This design comes from an exercise in tuning for small area and a short achievable clock period on the open sky130 flow, not from production work.
Function was checked by simulation only, so behaviour that the tests miss may differ from the original.
Power is estimated from default activity; no workload was simulated.

==> flow/design.v (excerpt) <==
module instr_fetch_mem #(
    parameter int                DATA_W    = 32,
    parameter int                ADDR_W    = 32,
    parameter int                DEPTH     = 64,
    parameter logic [ADDR_W-1:0] BASE_ADDR = '0,
    parameter logic [DATA_W-1:0] NOP_INSTR = imem_pkg::NOP_INSTR,
    localparam int               IDX_W     = (DEPTH > 1) ? $clog2(DEPTH) : 1
) (
    input  logic                         clk,
    input  logic                         reset,
    input  logic                         req_valid,
    output logic                         req_ready,
    input  logic [ADDR_W-1:0]            req_addr,
    output logic                         resp_valid,
    input  logic                         resp_ready,
    output logic [DATA_W-1:0]            resp_instr,
    output logic [ADDR_W-1:0]            resp_addr,
    output logic [imem_pkg::FAULT_W-1:0] resp_fault,
    input  logic                         load_en,
    input  logic [IDX_W-1:0]             load_idx,
    input  logic [DATA_W-1:0]            load_data
);
Size in the first run: ~6800 cells after synthesis, about 140 I/O pins, about 76000 sq um of cells after synthesis.
==> module instr_fetch_mem, before the edit <==
module instr_fetch_mem #(
    parameter int                DATA_W    = 32,
    parameter int                ADDR_W    = 32,
    parameter int                DEPTH     = 64,
    parameter logic [ADDR_W-1:0] BASE_ADDR = '0,
    parameter logic [DATA_W-1:0] NOP_INSTR = imem_pkg::NOP_INSTR,
    localparam int               IDX_W     = (DEPTH > 1) ? $clog2(DEPTH) : 1
) (
    input  logic                         clk,
    input  logic                         reset,
    input  logic                         req_valid,
    output logic                         req_ready,
    input  logic [ADDR_W-1:0]            req_addr,
    output logic                         resp_valid,
    input  logic                         resp_ready,
    output logic [DATA_W-1:0]            resp_instr,
    output logic [ADDR_W-1:0]            resp_addr,
    output logic [imem_pkg::FAULT_W-1:0] resp_fault,
    input  logic                         load_en,
    input  logic [IDX_W-1:0]             load_idx,
    input  logic [DATA_W-1:0]            load_data
);
    localparam int FAULT_W        = imem_pkg::FAULT_W;
    localparam int FAULT_MISALIGN = imem_pkg::FAULT_MISALIGN;
    localparam int FAULT_RANGE    = imem_pkg::FAULT_RANGE;
    logic [ADDR_W-1:0]  off;
    logic [ADDR_W-1:0]  idx;
    logic [FAULT_W-1:0] fault;
    logic               bad;
    logic               rdy;
    logic               take;
    logic               hold;
    logic               nop;
    logic [DATA_W-1:0]  mem_q [DEPTH];
    logic [DATA_W-1:0]  instr_q;
    logic [DATA_W-1:0]  instr_d;
    logic [ADDR_W-1:0]  addr_d;
    logic [FAULT_W-1:0] fault_d;
    imem_ready u_ready (
        .load_en    (load_en),
        .resp_valid (resp_valid),
        .resp_ready (resp_ready),
        .req_ready  (req_ready)
    );
    assign rdy = !load_en && (!resp_valid || resp_ready);
    assign off = req_addr - BASE_ADDR;
    assign idx = off >> 2;
    always_comb begin
        fault                 = '0;
        fault[FAULT_MISALIGN] = (req_addr[1:0] != 2'b00);
        fault[FAULT_RANGE]    = (req_addr < BASE_ADDR) || (idx >= ADDR_W'(DEPTH));
    end
    assign bad = |fault;
    localparam int LO_W    = IDX_W / 2;
    localparam int HI_W    = IDX_W - LO_W;
    localparam int NL      = 1 << LO_W;
    localparam int NH      = 1 << HI_W;
    localparam int SLICE_W = 4;
    localparam int NSLICE  = DATA_W / SLICE_W;
    logic [NH-1:0] wr_hi;
    logic [NL-1:0] wr_lo;
    logic [NH-1:0] rd_hi;
    logic [NL-1:0] rd_lo;
    logic [DEPTH-1:0] sel [NSLICE];
    for (genvar h = 0; h < NH; h++) begin : g_hi
        assign wr_hi[h] = load_en && (load_idx[IDX_W-1:LO_W] == HI_W'(h));
        assign rd_hi[h] = (idx[IDX_W-1:LO_W] == HI_W'(h));
    end
    for (genvar l = 0; l < NL; l++) begin : g_lo
        assign wr_lo[l] = (load_idx[LO_W-1:0] == LO_W'(l));
        assign rd_lo[l] = (idx[LO_W-1:0] == LO_W'(l));
    end
    for (genvar k = 0; k < NSLICE; k++) begin : g_slice
        logic [DEPTH-1:0] we;
        logic [DEPTH-1:0] keep;
        for (genvar w = 0; w < DEPTH; w++) begin : g_dec
            imem_dec_cell u_dec (
                .wr_hi   (wr_hi[w / NL]),
                .wr_lo   (wr_lo[w % NL]),
                .wr_hi_n (!wr_hi[w / NL]),
                .wr_lo_n (!wr_lo[w % NL]),
                .rd_hi_n (!rd_hi[w / NL]),
                .rd_lo_n (!rd_lo[w % NL]),
                .we      (we[w]),
                .keep    (keep[w]),
                .sel     (sel[k][w])
            );
        end
        for (genvar w = 0; w < DEPTH; w++) begin : g_word
            for (genvar b = k * SLICE_W; b < (k + 1) * SLICE_W; b++) begin : g_bit
                logic d;
                logic q;
                imem_hold u_hold (
                    .q    (q),
                    .d    (load_data[b]),
                    .keep (keep[w]),
                    .load (we[w]),
                    .nxt  (d)
                );
                always_ff @(posedge clk) begin
                    q <= d;
                end
                assign mem_q[w][b] = q;
            end
        end
    end
    assign take = rdy && !bad;
    assign nop  = rdy && bad;
    assign hold = !rdy;
    for (genvar b = 0; b < DATA_W; b++) begin : g_rd
        logic [DEPTH-1:0] col;
        for (genvar w = 0; w < DEPTH; w++) begin : g_col
            assign col[w] = mem_q[w][b];
        end
        imem_rd_bit #(.DEPTH(DEPTH), .NOP_B(NOP_INSTR[b])) u_rd (
            .col  (col),
            .sel  (sel[b / SLICE_W]),
            .take (take),
            .q    (instr_q[b]),
            .hold (hold),
            .nop  (nop),
            .nxt  (instr_d[b])
        );
    end
    for (genvar b = 0; b < ADDR_W; b++) begin : g_addr
        imem_hold u_hold (
            .q    (resp_addr[b]),
            .d    (req_addr[b]),
            .keep (hold),
            .load (rdy),
            .nxt  (addr_d[b])
        );
    end
    for (genvar b = 0; b < FAULT_W; b++) begin : g_fault
        imem_hold u_hold (
            .q    (resp_fault[b]),
            .d    (fault[b]),
            .keep (hold),
            .load (rdy),
            .nxt  (fault_d[b])
        );
    end
    always_ff @(posedge clk) begin
        instr_q    <= instr_d;
        resp_addr  <= addr_d;
        resp_fault <= fault_d;
    end
    always_ff @(posedge clk or posedge reset) begin
        if (reset) begin
            resp_valid <= 1'b0;
        end else begin
            resp_valid <= (req_valid && rdy) || (resp_valid && !resp_ready);
        end
    end
    assign resp_instr = instr_q;
endmodule
export LEC_CHECK = 0
export CAP_MARGIN = 20
export CORE_MARGIN = 2
export CORE_UTILIZATION = 50
export SETUP_SLACK_MARGIN = 2.6
export SLEW_MARGIN = 20
export SYNTH_HIERARCHICAL = 1
export SYNTH_MINIMUM_KEEP_SIZE = 0
export TNS_END_PERCENT = 100
create_clock -name core_clock -period 5.0 [get_ports {clk}]
standard.sh (not shown) runs the stock make flow with config.mk's settings and CLKGATE_MAP_FILE= SYNTH_SCRIPT=/design/flow/synth_recipe.tcl, a recipe that flattens the netlist after the stock synthesis.
==> flow/flow/run.sh <==
#!/bin/bash
# Own layout flow: the standard flow (standard.sh, unchanged synthesis) with these
# layout choices passed to ORFS as make variables:
#  - ports are buffered with buf_4 instead of the default pick (a slow delay buffer),
#  - the clock tree uses clkbuf_8 under a clkbuf_16 root, clusters of up to 16 sinks
#    within 45 um, and no dummy loads,
#  - timing repair may resize a cell to any footprint,
#  - the floorplan step repairs timing without the extra setup margin (before placement
#    its estimates only upsize cells blindly); later steps use config.mk's margin.
# Each tool's full output stays in orfs/logs/ (ORFS writes one log per step); make's own
# output goes to flow_make_1.log and flow_make_2.log in this folder.
set -euo pipefail
ARGS=(
  "BUFFER_PORTS_ARGS=-buffer_cell sky130_fd_sc_hd__buf_4"
  "CTS_ARGS=-sink_clustering_enable -repair_clock_nets -dont_use_dummy_load -sink_clustering_size 16 -sink_clustering_max_diameter 45 -root_buf sky130_fd_sc_hd__clkbuf_16 -buf_list sky130_fd_sc_hd__clkbuf_8"
  "MATCH_CELL_FOOTPRINT=0"
)
bash standard.sh "${ARGS[@]}" "SETUP_SLACK_MARGIN=0" floorplan > flow_make_1.log 2>&1
bash standard.sh "${ARGS[@]}" finish > flow_make_2.log 2>&1
The baseline finished with timing, DRC and antenna clean.
Edit:
--- a/flow/design.v
+++ b/flow/design.v
@@ -180,5 +180,5 @@
     localparam int NL      = 1 << LO_W;
     localparam int NH      = 1 << HI_W;
-    localparam int SLICE_W = 4;
+    localparam int SLICE_W = 8;
     localparam int NSLICE  = DATA_W / SLICE_W;
     logic [NH-1:0] wr_hi;
Outcome: Total power is lower by a few percent. Final cell count is lower by roughly a tenth. Die area is lower by a few percent. Clock power is lower by a few percent. Setup slack got worse by 0.078 ns. Synthesized area is lower by a few percent. Cell area is lower by a few percent. Utilization is lower by 1.4 points. Worst hold slack got worse by 0.32 ns. Via count is lower by roughly a tenth. Wire length is lower by roughly a tenth. Flip-flop and latch count is unchanged. Global-route usage is lower by 1.7 points.

## re-timing with driven ports
Ports are ideal in the flow. The routed layouts listed here were re-timed in OpenROAD. Step 1 (the two cells are an assumption about what drives the block):
set clk [get_ports {clk}]
set_driving_cell -lib_cell sky130_fd_sc_hd__clkbuf_16 $clk
set_driving_cell -lib_cell sky130_fd_sc_hd__buf_2 [delete_from_list [all_inputs] $clk]
Step 2 also shifts input and output timing later by t, the mid clock arrival at the registers, as if the neighbouring blocks saw the same clock. Slacks: no drivers / after step 1 / after step 2; pairs: no drivers / after step 1.
run | t (ns) | setup WS [ns] | worst data-port slew with drivers (ns) | cell pins on the clock port's net
the first run | 0.881 | 2.402 / 2.342 / 1.461 | 0.16 | 1
the second run | 0.863 | 2.323 / 2.287 / 1.424 | 0.19 | 1
After both steps setup and hold are still met in every run listed. For the first run, which loses most, drivers alone change the setup slack by -0.060 ns; drivers and shift together by -0.941 ns.
